Background: an optimization exercise with open tools, aiming at small area, a short achievable clock period and few clock cycles per item. Do not read the settings as production practice. Only simulation tests tie the RTL to the original design; equivalence was not proved.

==> flow/design.v, too long to show whole: its modules and the start of the top module <==
// module epoch_seconds_to_civil_date_top: 2359 lines
module epoch_seconds_to_civil_date_top (
	input  logic                                clk,
	input  logic                                arst_n,
	input  logic                                in_valid,
	output logic                                in_ready,
	input  logic signed [e2cd_pkg::SECS_W-1:0]  unix_seconds,
	output logic                                out_valid,
	input  logic                                out_ready,
	output logic signed [e2cd_pkg::YEAR_W-1:0]  year,
	output logic [e2cd_pkg::MONTH_W-1:0]        month,
	output logic [e2cd_pkg::DOM_W-1:0]          day_of_month,
	output logic [e2cd_pkg::WDAY_W-1:0]         weekday
);
  // ...
==> flow/run.sh <==
#!/bin/bash
# synth_recipe.tcl (not shown) runs the flow's synth.tcl, then flattens the netlist and writes it again
# the make line also repeats each setting of config.mk as NAME=value (left out here)
make -C /OpenROAD-flow-scripts/flow DESIGN_CONFIG=/design/flow/config.mk WORK_HOME=/design/flow/orfs CLKGATE_MAP_FILE= SYNTH_SCRIPT=/design/flow/synth_recipe.tcl finish
==> flow/config.mk <==
export PLATFORM = sky130hd
export DESIGN_NAME = epoch_seconds_to_civil_date_top
export DESIGN_NICKNAME = epoch_seconds_to_civil_date_top
export VERILOG_FILES = /design/flow/design.v
export SDC_FILE = /design/flow/constraint.sdc
export NUM_CORES = 4
export LEC_CHECK = 0
export ABC_AREA = 1
export CAP_MARGIN = 20
export CORE_MARGIN = 2
export CORE_UTILIZATION = 55
export CTS_BUF_LIST = sky130_fd_sc_hd__clkbuf_8
export SETUP_SLACK_MARGIN = 3.6
export SLEW_MARGIN = 20
==> flow/constraint.sdc <==
create_clock -name core_clock -period 8.5 [get_ports {clk}]
set_input_delay 1.7000 -clock core_clock [delete_from_list [all_inputs] [get_ports {clk}]]
set_output_delay 1.7000 -clock core_clock [all_outputs]
set_load 0.01 [all_outputs]
==> impl_metrics.yaml, run 1 <==
cells_and_area:
  area_growth_pct: 15.51
  nClkBuffers: 48
  num-multi-input-gates: 1697
  sh_seq_area_pct: 23.84
  multi_input_area_share_pct: 56.90
  area_dominant_class: "multi-input gates"
  drive_gt1_share_pct: 11.63
logic_synthesis:
  yosysTopAreaCell: "fa_1"
  synth_ff_type: "edfxtp_1"
  synth_area_leaders: "fa_1 (29%), edfxtp_1 (27%), ha_1 (13%)"
  ys_ff_latch: 246
  yosysTopAreaCellShare_pct: 29.45
  synth_common_cells: "inv_1 (650), fa_1 (393), nand2_1 (304)"
routing:
  drtIter0Drc: 1173
  viasPerCell: 5.297
  route.met2.wl_mm: 29.70
  met3RoutedLength_mm: 3.553
global_routing:
  antenna_found_initial: 0
  gr-total-overflow: 0
  grt_max_degree: 173
timing:
  finalSetupTns_ns: 0
  fmax_mhz: 206.8
  layout_setup_ws_ns: 3.665
  hold_ws_ns: 0.4082
die:
  nWellTaps: 615
  initial_core_util_pct: 55.84
  ios: 90
critical_path:
  path_buf_inv: 5
  worst_r2r_path_depth: 21
clock_network:
  htreeDepth: 2
  cts_setup_buffers: 43
  hold_buffers: 0
  cts_sinks: 246
  cts-buffers-inserted: 46
status:
  status: "complete, no violations"
job:
  cap_violations: 0
Testbench counts, summed over its fixed seeds: cycles 32,048, items 32,000.
==> inputs of run 2 (changes only) <==
--- a/flow/config.mk
+++ b/flow/config.mk
@@ -11,3 +11,3 @@
 export CORE_UTILIZATION = 55
-export CTS_BUF_LIST = sky130_fd_sc_hd__clkbuf_8
+export CTS_BUF_LIST = sky130_fd_sc_hd__clkbuf_4
 export SETUP_SLACK_MARGIN = 3.6
==> run 2 against run 1 <==
Global-route usage is 0.31 points higher. Area after synthesis unchanged. Flip-flop and latch count unchanged. Sequential share of layout area grew 0.19 points. Clock-buffer cell count increased by 48. Worst setup slack worse by 0.0048 ns.
==> impl_metrics.yaml, run 2 <==
clock_network:
  clk_path_buf_depth: 3
  clock_latency_ns: 0.83
  clk_pin_slew_ns: 0.08
  clock-root-buffer: "clkbuf_4"
  cts_sinks: 246
  htreeDepth: 3
  hold_buffers: 0
  cts-buffers-inserted: 68
  tritoncts: "built"
cells_and_area:
  largest_reg_flops: 41
  drive_gt1_share_pct: 12.37
  area_growth_pct: 14.58
  top_register: "s_0"
  layout.nets: 3579
  largestRegisters: "s_0 x41, out_q x36"
  final_cell_mix: "inv_1 (622), fa_1 (387), nand2_1 (285)"
  final_cells: 3512
  final_common_cell: "inv_1"
job:
  cap_violations: 0
timing:
  worst_pin_slew_ns: 0.8744
  hold_viol: 0
  slew_headroom_pct: 41.70
  fmax_mhz: 206.6
  fin_crit_sh_pct: 56.93
  finalCriticalPeriod_ns: 4.839
  fin_worst_skew_ns: 0.05342
  finalSetupTns_ns: 0
  maxSlewViolCount: 0
  hold_ws_ns: 0.4099
  rsz0062_at_grt: "yes"
  setup-violations-final: 0
routing:
  post-route-drc-count: 0
  viasPerCell: 5.290
  wirelength_mm: 61.91
  drtIter0Drc: 1137
  vias: 18580
  first_pass_iters: 5
  antenna_left: 0
  wl_per_cell_um: 17.63
status:
  status: "complete, no violations"
critical_path:
  crit_slowest_cell: "fa_1"
  crit_path_end_kind: "flop"
  critical_path_required_ns: 9.06
  arrival_ns: 5.40
  r2r_slack_ns: 3.66
  cpPeakStageDelay_ns: 0.53
  r2r_start: "yc_4[2]"
  r2r-end: "out_q[7]"
  cp_max_fo: 4
  crit_type: "reg2reg"
  worst_r2r_path_depth: 25
  start_kind: "flop"
  cp_common_cell: "ha_4"
logic_synthesis:
  synth_ff_type: "edfxtp_1"
  synth.avg_cell_area_um2: 10.26
  synthDistinctLibCells: 50
  yosysTopAreaCellShare_pct: 29.45
  yosys_warnings: 1
  synth_edf_count: 240
  synth.most_common_cell: "inv_1"
  syn_inst: 2604
  syn_area_mm2: 0.02672
  synth_seq_area_share_pct: 27.54
  yosysTopAreaCell: "fa_1"
  synth_async_sr_flop_share_pct: 2.439
  ys_ff_latch: 246
  syn-num-nets: 3335
  synth_area_leaders: "fa_1 (29%), edfxtp_1 (27%), ha_1 (13%)"
  synth_common_cells: "inv_1 (650), fa_1 (393), nand2_1 (304)"
global_routing:
  gr-total-overflow: 0
  grt_pass1_wl_mm: 100.5
  grt_max_degree: 173
  gr-usage-all-layers_pct: 25.77
  antenna_found_initial: 2
  grt_pass1_vias: 19660
worst_hold_path:
  holdCritPathClass: "reg2reg"
  worstHoldEndpoint: "ulo_1[13]"
  worstHoldStart: "s_0[13]"
  worstHoldPathCells: 0
die:
  rows: 80
  initial_core_util_pct: 55.84
  die_w_um: 224.4
  coreArea_mm2: 0.04785
  ios: 90
  die_area_mm2: 0.05035
  die_h_um: 224.4
placement:
  portBuffers: 82
  routabilityCongestion: 0.9094
  dpl.hpwl_mm: 48.72
  dp.cells: 3297
[run 2: cell types whose count changed in the layout (fill, tap and decap cells not counted), moves of 4 or more]
cell | previous run | this run
a21oi_2 | 18 | 14
inv_1 | 639 | 622
bufinv_16 | 6 | 1
clkbuf_4 | 0 | 96
a21oi_1 | 141 | 145
buf_4 | 99 | 91
nand2_1 | 277 | 285
ha_1 | 268 | 264
ha_4 | 14 | 18
clkbuf_8 | 48 | 0
nand2_2 | 22 | 17
nand3_1 | 51 | 55
[run 2: area by class of cell]
class | count | area (µm²)
well taps | 615 | 769.5
repair buffers | 176 | 1555
fillers | 4022 | 17240
diodes | 3 | 7.507
clock buffers | 96 | 720.7
clock inverters | 20 | 141.4
multi-input cells | 1697 | 17520
inverters | 659 | 2535
flip-flops and latches | 246 | 7357
[run 2: repair_timing]
item / 4_1_cts / 5_1_grt
cloned: 3 / 0
setup endpoints to repair: 40 / 28
setup buffers: 46 / 47
hold endpoints to repair: 0 / 0
pin swaps: 7 / 55
gates resized for setup: 41 / 120
[run 2: kinds of logic after synthesis]
kind of cell | after synthesis | synth area share, %
adders and majority gates | 679 | 42.84
buffers and inverters | 664 | 9.329
and+or+nand+nor | 550 | 8.824
AOI/OAI and AO/OA | 342 | 7.433
DFF | 246 | 27.54
xor gates and xnor gates | 123 | 4.032
[run 2: worst max path at each step]
stage	start	to	depth (start not counted)
after floorplan	yc_4[4]	out_q[30]	26
after global placement	yc_4[4]	out_q[30]	26
after detailed placement	yc_4[4]	out_q[30]	26
after CTS	yc_4[2]	out_q[30]	26
after global routing	yc_4[2]	out_q[7]	26
final	yc_4[2]	out_q[7]	25
[run 2: metrics by stage]
step	util [%]	cell area [µm²]	setup slack, ns
after floorplan	-	26730	3.737
after global placement	59.18	28310	3.024
after detailed placement	59.18	28310	2.997
after CTS	62.16	29740	3.540
after global routing	63.98	30610	3.439
final	63.98	30610	3.661
[run 2: per-layer routing]
| metal | routed length, µm | part of all wire, % | global-route usage (%) |
|---|---|---|---|
| met1 | 27230 | 44 | 34.85 |
| met2 | 29540 | 48 | 41.74 |
| met3 | 3650 | 5.9 | 6.140 |
| met4 | 1495 | 2.4 | 7.456 |
| met5 | 0 | 0 | 0 |
[run 2: worst max-delay path: cells and delay by family (launching register included)]
family	cells	cell delay, ns
adder cells (fa/ha/maj)	6	2.01
AND/OR/NAND/NOR	7	0.68
AO/OA/AOI/OAI	5	0.65
flip-flops	1	0.50
XOR/XNOR	3	0.44
buffers and inverters	4	0.32
==> inputs of run 3 (changes only) <==
--- a/flow/config.mk
+++ b/flow/config.mk
@@ -11,3 +11,3 @@
 export CORE_UTILIZATION = 55
-export CTS_BUF_LIST = sky130_fd_sc_hd__clkbuf_4
+export GPL_ROUTABILITY_DRIVEN = 0
 export SETUP_SLACK_MARGIN = 3.6
==> run 3 against run 2 <==
Still clean. Global-route usage shrank 1.2 points. Area after synthesis unchanged. First-iteration DRC count fell by 4.0%. Cell area grew 0.33%. Clock skew shrank 0.026 ns. Critical path type unchanged.
==> impl_metrics.yaml, run 3 <==
status:
  status: "complete, no violations"
cells_and_area:
  fill_cells: 3912
  area_growth_pct: 14.96
  largestRegisters: "s_0 x41, out_q x36"
  drive_gt1_share_pct: 10.92
  largest_reg_flops: 41
  top_register: "s_0"
  final_common_cell: "inv_1"
  antenna_cells: 0
  final_cell_area_mm2: 0.03071
  final_cell_mix: "inv_1 (621), fa_1 (389), nand2_1 (279)"
  layout.nets: 3548
clock_network:
  hold_buffers: 0
  clk_path_buf_depth: 3
  cts_sinks: 246
  tritoncts: "built"
  clk_pin_slew_ns: 0.06
  clock-root-buffer: "clkbuf_16"
  cts-buffers-inserted: 29
  htreeDepth: 1
  clock_latency_ns: 0.59
logic_synthesis:
  synth_area_leaders: "fa_1 (29%), edfxtp_1 (27%), ha_1 (13%)"
  syn_area_mm2: 0.02672
  syn-num-nets: 3335
  yosysTopAreaCell: "fa_1"
  synth_async_sr_flop_share_pct: 2.439
  synth_edf_count: 240
  synth_ff_type: "edfxtp_1"
  synth.avg_cell_area_um2: 10.26
  yosysTopAreaCellShare_pct: 29.45
  synth_seq_area_share_pct: 27.54
  synth.most_common_cell: "inv_1"
  ys_ff_latch: 246
  synth_common_cells: "inv_1 (650), fa_1 (393), nand2_1 (304)"
  syn_inst: 2604
  synthDistinctLibCells: 50
  yosys_warnings: 1
placement:
  dpl.hpwl_mm: 47.77
  dpl_cell_area_mm2: 0.02832
  dp_slack_ns: 2.980
  portBuffers: 82
timing:
  hold_ws_ns: 0.4022
  layout_setup_ws_ns: 3.655
  fin_worst_skew_ns: 0.02783
  fin_crit_sh_pct: 57.00
  maxSlewViolCount: 0
  worst_pin_slew_ns: 0.7872
  hold_viol: 0
  finalCriticalPeriod_ns: 4.845
  setup-violations-final: 0
  slew_headroom_pct: 47.52
  fmax_mhz: 206.4
  rsz0062_at_grt: "yes"
  finalSetupTns_ns: 0
die:
  die_w_um: 224.4
  rows: 80
  ios: 90
  coreArea_mm2: 0.04785
  die_h_um: 224.4
  die_area_mm2: 0.05035
  initial_core_util_pct: 55.84
global_routing:
  met1_usage_pct: 33.99
  gr-usage-all-layers_pct: 24.57
  met2_usage_pct: 40.91
  met3_usage_pct: 4.010
  gr-total-overflow: 0
  grt_pass1_vias: 19130
  gr-max-usage-layer: "met2"
  grt_pass1_wl_mm: 97.80
  antenna_found_initial: 0
  grt_max_degree: 64
critical_path:
  critical_path_required_ns: 8.83
  cp_max_fo: 4
  crit_type: "reg2reg"
  start_kind: "flop"
  arrival_ns: 5.18
  crit_path_end_kind: "flop"
routing:
  antenna_left: 0
  drtIter0Drc: 1091
  wirelength_mm: 60.17
  wl_per_cell_um: 17.42
  viasPerCell: 5.292
  post-route-drc-count: 0
  first_pass_iters: 5
  vias: 18280
worst_hold_path:
  holdCritPathClass: "reg2reg"
job:
  cap_violations: 0
-- run 3: cell counts after synthesis --
Identical to the previous run, type by type.
-- run 3: cell type report --
cell class | instances | area (µm²) | area share (%)
timing repair buffer | 185 | 1610 | 5.243
clock buffer | 35 | 748.2 | 2.436
sequential | 246 | 7357 | 23.96
tap | 615 | 769.5 | 2.505
inverter | 659 | 2527 | 8.229
multi-input combinational | 1696 | 17520 | 57.04
clock inverter | 19 | 180.2 | 0.5867
-- run 3: worst paths after layout --
| path | startpoint | endpoint | slack [ns] | depth (start not counted) |
|---|---|---|---|---|
| max | yc_4[2] | out_q[7] | 3.66 | 23 |
| min | q0_3[1] | q0_4[1] | 0.40 | 0 |
| max reg2reg | yc_4[2] | out_q[7] | 3.66 | 23 |
| min reg2reg | q0_3[1] | q0_4[1] | 0.40 | 0 |
| max in group asynchronous | arst_n | vld_q[1] | 6.93 | 1 |
| min in group asynchronous | arst_n | ov_q | 1.36 | 1 |
-- run 3: logic make-up (layout without fill, tap and decap cells) --
family	after synthesis	count (layout)	share of synthesized area (%)
flip-flops	246	246	27.54
AO/OA/AOI/OAI	342	342	7.433
XOR/XNOR	123	123	4.032
buffers and inverters	664	898	9.329
adder cells (fa/ha/maj)	679	679	42.84
AND/OR/NAND/NOR	550	552	8.824
-- run 3: through the flow --
stage | std cells | util (%)
6_report | 3455 | 64.19
3_5_place_dp | 3299 | 59.18
2_1_floorplan | 2604 | -
4_1_cts | 3393 | 62.16
5_1_grt | 3455 | 64.19
3_3_place_gp | 3299 | 59.18
-- run 3: repair_timing --
item	4_1_cts	5_1_grt
gates resized for setup	45	120
pin swaps	8	64
cloned	2	0
endpoints found under the setup margin	41	30
buffers inserted	38	62
-- run 3: routing by layer --
layer | wire [µm] | vias to the layer above | share of wire [%]
li1 | - | 8750 | -
met1 | 26900 | 9018 | 45
met2 | 28890 | 431 | 48
met3 | 2976 | 85 | 4.9
met4 | 1406 | 0 | 2.3
met5 | 0 | - | 0
-- run 3: worst max-delay path, stage by stage (launching register included) --
cell	delay (ns)
edfxtp_1	0.48
ha_4	0.32
fa_1	0.44
fa_1	0.60
ha_4	0.25
a21oi_4	0.14
buf_4	0.15
nand3_2	0.08
nand2_2	0.08
nand2_4	0.08
nor2_4	0.15
o21ai_4	0.08
o21ai_2	0.16
a21boi_2	0.18
o21ai_1	0.08
a21oi_1	0.19
ha_2	0.23
inv_2	0.05
ha_4	0.15
a21oi_2	0.13
nand2_2	0.08
xnor2_2	0.14
xor2_1	0.17
xor2_1	0.16
==> inputs of run 4 (changes only) <==
--- a/flow/config.mk
+++ b/flow/config.mk
@@ -11,3 +11,2 @@
 export CORE_UTILIZATION = 55
-export GPL_ROUTABILITY_DRIVEN = 0
 export SETUP_SLACK_MARGIN = 3.6
==> run 4 against run 3 <==
Clock-buffer cell count is 3 lower. Clock skew is 0.012 ns lower. Hold slack better by 0.012 ns. Area after synthesis stayed put. Cell area is 0.64% higher. Critical endpoint unchanged. Largest cell class unchanged.
==> impl_metrics.yaml, run 4 <==
status:
  status: "complete, no violations"
routing:
  first_pass_iters: 5
  viasPerCell: 5.292
  vias: 18300
  wirelength_mm: 61.01
  drtIter0Drc: 1179
  wl_per_cell_um: 17.64
  post-route-drc-count: 0
  antenna_left: 0
timing:
  fmax_mhz: 209.2
  finalCriticalPeriod_ns: 4.781
  finalSetupTns_ns: 0
  fin_worst_skew_ns: 0.01550
  hold_viol: 0
  fin_crit_sh_pct: 56.24
  setup-violations-final: 0
  rsz0062_at_grt: "yes"
  hold_ws_ns: 0.4143
  layout_setup_ws_ns: 3.719
  slew_headroom_pct: 40.89
  maxSlewViolCount: 0
  worst_pin_slew_ns: 0.8867
global_routing:
  antenna_found_initial: 0
  grt_max_degree: 173
  grt_pass1_wl_mm: 99.24
  gr-usage-all-layers_pct: 25.05
  gr-total-overflow: 0
  grt_pass1_vias: 19340
die:
  initial_core_util_pct: 55.84
  coreArea_mm2: 0.04785
  die_area_mm2: 0.05035
  die_w_um: 224.4
  rows: 80
  die_h_um: 224.4
  ios: 90
cells_and_area:
  largest_reg_flops: 41
  final_common_cell: "inv_1"
  top_register: "s_0"
  final_cell_area_mm2: 0.03091
  fill_cells: 3962
  largestRegisters: "s_0 x41, out_q x36"
  area_growth_pct: 15.69
  final_cell_mix: "inv_1 (624), fa_1 (388), nand2_1 (282)"
  layout.nets: 3551
  drive_gt1_share_pct: 11.08
  antenna_cells: 0
clock_network:
  clock_latency_ns: 0.58
  clk_pin_slew_ns: 0.06
  clock-root-buffer: "clkbuf_16"
  tritoncts: "built"
  cts_sinks: 246
  clk_path_buf_depth: 3
  htreeDepth: 1
  cts-buffers-inserted: 29
placement:
  dpl.hpwl_mm: 48.72
  dpl_cell_area_mm2: 0.02831
  portBuffers: 82
  dp_slack_ns: 2.997
  routabilityCongestion: 0.9094
logic_synthesis:
  synth_edf_count: 240
  yosys_warnings: 1
  ys_ff_latch: 246
  synth_common_cells: "inv_1 (650), fa_1 (393), nand2_1 (304)"
  syn-num-nets: 3335
  synth_area_leaders: "fa_1 (29%), edfxtp_1 (27%), ha_1 (13%)"
  yosysTopAreaCellShare_pct: 29.45
  synth_async_sr_flop_share_pct: 2.439
  syn_area_mm2: 0.02672
  synth_seq_area_share_pct: 27.54
  synth_ff_type: "edfxtp_1"
  syn_inst: 2604
  synth.avg_cell_area_um2: 10.26
  synthDistinctLibCells: 50
  synth.most_common_cell: "inv_1"
  yosysTopAreaCell: "fa_1"
critical_path:
  arrival_ns: 5.11
  worst_r2r_path_depth: 25
  r2r_start: "yc_4[2]"
  critical_path_required_ns: 8.83
  crit_start: "yc_4[2]"
  crit_type: "reg2reg"
  cp_max_fo: 7
  start_kind: "flop"
  crit_path_end_kind: "flop"
job:
  cap_violations: 0
worst_hold_path:
  worstHoldPathCells: 0
  holdCritPathClass: "reg2reg"
  worstHoldStart: "q0_3[13]"
[run 4: critical path: stages (launching register included)]
cell,delay (ns)
edfxtp_1,0.45
buf_4,0.17
buf_4,0.12
fa_1,0.49
inv_1,0.06
fa_1,0.50
ha_4,0.36
nand3_4,0.09
nand4_1,0.15
nand2_4,0.09
buf_4,0.15
nor2_4,0.11
inv_2,0.08
a21oi_4,0.17
a21oi_4,0.10
a21boi_2,0.17
o21ai_2,0.08
a21oi_2,0.19
ha_4,0.16
inv_1,0.06
ha_4,0.15
a21oi_2,0.12
nand2_2,0.08
xnor2_2,0.13
xor2_1,0.17
xor2_1,0.14
[run 4: cell families (layout without fill, tap and decap cells)]
kind of cell    Yosys count  count (layout)  share of synthesized area [%]
compound gates          342             342                          7.433
xor+xnor                123             123                          4.032
fa+ha+maj               679             679                          42.84
buf+inv                 664             901                          9.329
flops                   246             246                          27.54
simple gates            550             552                          8.824
[run 4: cell type report]
type	instances	area (µm²)	share of cell area, %
clock buffer	32	737.0	2.384
clock inverter	22	336.6	1.089
inverter	659	2534	8.197
multi-input combinational	1696	17520	56.67
sequential	246	7357	23.80
tap	615	769.5	2.490
timing repair buffer	188	1658	5.364
[run 4: metal layers]
| metal | wire, µm | track usage, % | part of all wire, % | vias up |
|---|---|---|---|---|
| li1 | - | - | - | 8754 |
| met3 | 2982 | 4.559 | 4.9 | 62 |
| met2 | 29430 | 41.83 | 48 | 394 |
| met4 | 1033 | 4.465 | 1.7 | 0 |
| met5 | 0 | 0 | 0 | - |
| met1 | 27570 | 34.88 | 45 | 9089 |
[run 4: metrics by stage]
stage / util, % / cells
6_report: 64.60 / 3458
5_1_grt: 64.60 / 3458
4_1_cts: 62.62 / 3401
3_5_place_dp: 59.18 / 3297
3_3_place_gp: 59.18 / 3297
2_1_floorplan: - / 2604
[run 4: final timing paths]
kind                       endpoint  slack (ns)
hold reg to reg            q0_4[13]        0.41
min in group asynchronous      ov_q        1.36
setup reg to reg           out_q[7]        3.72
hold / removal             q0_4[13]        0.41
setup / recovery           out_q[7]        3.72
max in group asynchronous  vld_q[3]        6.92
[run 4: timing repair]
item,CTS,global route
gates cloned,2,0
endpoints found under the setup margin,40,28
gates resized for setup,44,121
pin swaps,13,59
buffers inserted,48,57
hold buffers,0,0
==> inputs of run 5 (changes only) <==
--- a/flow/config.mk
+++ b/flow/config.mk
@@ -10,3 +10,3 @@
 export CORE_MARGIN = 2
-export CORE_UTILIZATION = 55
+export CORE_UTILIZATION = 50
 export SETUP_SLACK_MARGIN = 3.6
==> run 5 against run 4 <==
Still clean. Global-route usage is 2.5 points lower. Hold slack worse by 0.017 ns. Synthesized cell count unchanged. Worst setup slack got worse by 0.064 ns. Clock skew up 0.0092 ns. Clock-buffer cell count stayed put. Largest cell class unchanged.
==> impl_metrics.yaml, run 5 <==
timing:
  finalCriticalPeriod_ns: 4.844
  fmax_mhz: 206.4
  finalSetupTns_ns: 0
  setup-violations-final: 0
  rsz0062_at_grt: "yes"
  fin_crit_sh_pct: 56.99
  worst_pin_slew_ns: 0.9105
  slew_headroom_pct: 39.30
  maxSlewViolCount: 0
  layout_setup_ws_ns: 3.656
  fin_worst_skew_ns: 0.02472
  hold_viol: 0
logic_synthesis:
  yosysTopAreaCell: "fa_1"
  synth.avg_cell_area_um2: 10.26
  yosys_warnings: 1
  synth_async_sr_flop_share_pct: 2.439
  synth_seq_area_share_pct: 27.54
  syn_area_mm2: 0.02672
  synth_common_cells: "inv_1 (650), fa_1 (393), nand2_1 (304)"
  yosysTopAreaCellShare_pct: 29.45
  syn-num-nets: 3335
  syn_inst: 2604
  synthDistinctLibCells: 50
  synth_area_leaders: "fa_1 (29%), edfxtp_1 (27%), ha_1 (13%)"
  synth.most_common_cell: "inv_1"
  synth_edf_count: 240
  synth_ff_type: "edfxtp_1"
  ys_ff_latch: 246
critical_path:
  start_kind: "input port"
  r2r_start: "yc_4[2]"
  worst_r2r_path_depth: 23
  crit_path_end_kind: "output port"
  cp_max_fo: 30
  r2r_slack_ns: 3.74
  crit_type: "in2out"
  arrival_ns: 3.14
  critical_path_required_ns: 6.80
  r2r-end: "out_q[7]"
placement:
  dpl.hpwl_mm: 49.35
  dp_slack_ns: 3.080
  routabilityCongestion: 0.9135
  dp.cells: 3372
  portBuffers: 82
die:
  die_h_um: 235.2
  die_area_mm2: 0.05530
  initial_core_util_pct: 50.74
  ios: 90
  coreArea_mm2: 0.05266
  die_w_um: 235.2
  rows: 84
cells_and_area:
  largestRegisters: "s_0 x41, out_q x36"
  area_growth_pct: 14.85
  drive_gt1_share_pct: 10.17
  largest_reg_flops: 41
  layout.nets: 3550
  final_cell_mix: "inv_1 (625), fa_1 (391), nand2_1 (285)"
  antenna_cells: 0
  final_cells: 3529
  top_register: "s_0"
  final_common_cell: "inv_1"
worst_hold_path:
  worstHoldPathCells: 0
  worstHoldEndpoint: "ulo_1[19]"
  holdCritPathClass: "reg2reg"
  worstHoldStart: "s_0[19]"
routing:
  antenna_left: 0
  wl_per_cell_um: 17.38
  post-route-drc-count: 0
  first_pass_iters: 7
  vias: 18290
  wirelength_mm: 61.34
  drtIter0Drc: 1002
  viasPerCell: 5.183
clock_network:
  cts_sinks: 246
  cts-buffers-inserted: 29
  tritoncts: "built"
  clock-root-buffer: "clkbuf_16"
  clk_pin_slew_ns: 0.08
  htreeDepth: 1
  clk_path_buf_depth: 3
  clock_latency_ns: 0.59
  hold_buffers: 0
job:
  cap_violations: 0
global_routing:
  grt_pass1_vias: 19310
  grt_pass1_wl_mm: 100.0
  grt_max_degree: 74
  antenna_found_initial: 0
  gr-total-overflow: 0
  gr-usage-all-layers_pct: 22.59
status:
  status: "complete, no violations"
[run 5: cell counts after synthesis]
No cell type changed its count.
[run 5: logic make-up (layout without fill, tap and decap cells)]
kind of cell               after synthesis  in the layout  share of synthesized area, %
AOI/OAI and AO/OA                      342            342                         7.433
xor gates and xnor gates               123            123                         4.032
adders and majority gates              679            679                         42.84
buffers and inverters                  664            900                         9.329
DFF                                    246            246                         27.54
and+or+nand+nor                        550            551                         8.824
[run 5: timing repair]
action,4_1_cts,5_1_grt
resized for setup,42,96
hold endpoints to repair,0,0
cloned,1,0
buffers inserted,44,59
setup endpoints to repair,37,31
pin swaps,17,46
[run 5: layout make-up]
type                    count  area, µm²
flip-flops and latches    246       7357
fillers                  4601      21970
clock inverters            21      200.2
repair buffers            188       1635
clock buffers              32      737.0
inverters                 659       2534
well taps                 688      860.8
multi-input cells        1695      17360
[run 5: per-layer routing]
layer / GRT usage [%] / part of all wire (%)
met1: 30.72 / 45
met2: 38.54 / 49
met3: 3.576 / 4.6
met5: 0 / 0
met4: 4.526 / 2.1
[run 5: worst max-delay path by stage]
| stage | startpoint | end | slack, ns | cells after the start |
|---|---|---|---|---|
| 6_report | out_ready | in_ready | 3.66 | 4 |
| 5_1_grt | yc_4[2] | out_q[23] | 3.50 | 30 |
| 4_1_cts | cen_3[2] | yc_4[4] | 3.52 | 15 |
| 3_5_place_dp | cen_3[0] | yc_4[4] | 3.08 | 16 |
| 3_3_place_gp | cen_3[0] | yc_4[4] | 3.09 | 16 |
| 2_1_floorplan | yc_4[4] | out_q[30] | 3.74 | 26 |
[run 5: worst max-delay path: stages]
cell and delay (ns):
clkdlybuf4s50_1 0.45, inv_1 0.14, nand2_8 0.25, clkdlybuf4s50_1 0.60
[run 5: through the flow]
step	hold WS (ns)	cell area [µm²]	util, %
4_1_cts	0.4084	29880	56.74
3_5_place_dp	0.4045	28410	53.95
6_report	0.3968	30680	58.27
2_1_floorplan	0.4003	26730	-
3_3_place_gp	0.4003	28410	53.95
5_1_grt	0.4229	30680	58.27

## re-timing with driven ports
The results above use ideal ports. As a check the final layouts listed here were re-extracted and re-timed, cells and wires unchanged.
Step 1 (the two cells are an assumption about what drives the block):
set clk [get_ports {clk}]
set_driving_cell -lib_cell sky130_fd_sc_hd__clkbuf_16 $clk
set_driving_cell -lib_cell sky130_fd_sc_hd__buf_2 [delete_from_list [all_inputs] $clk]
Step 2, shift: input delay + t, output delay - t, t = (earliest + latest rising clock arrival at the registers) / 2. This alone moves slack from input paths to output paths.
Three values: no drivers, after step 1, after step 2; two values: the first two.
run	t (ns)	slack for setup (ns)	worst setup path at the end
run 1	0.681	3.665 / 3.665 / 3.665	register to register
run 2	0.859	3.661 / 3.661 / 3.661	register to register
run 3	0.632	3.655 / 3.639 / 3.639	input to output
run 4	0.633	3.719 / 3.719 / 3.719	register to register
run 5	0.633	3.656 / 3.630 / 3.630	input to output
After both steps setup and hold are still met in every run listed. For run 5, which loses most, drivers alone change the setup slack by -0.026 ns; drivers and shift together by -0.026 ns.
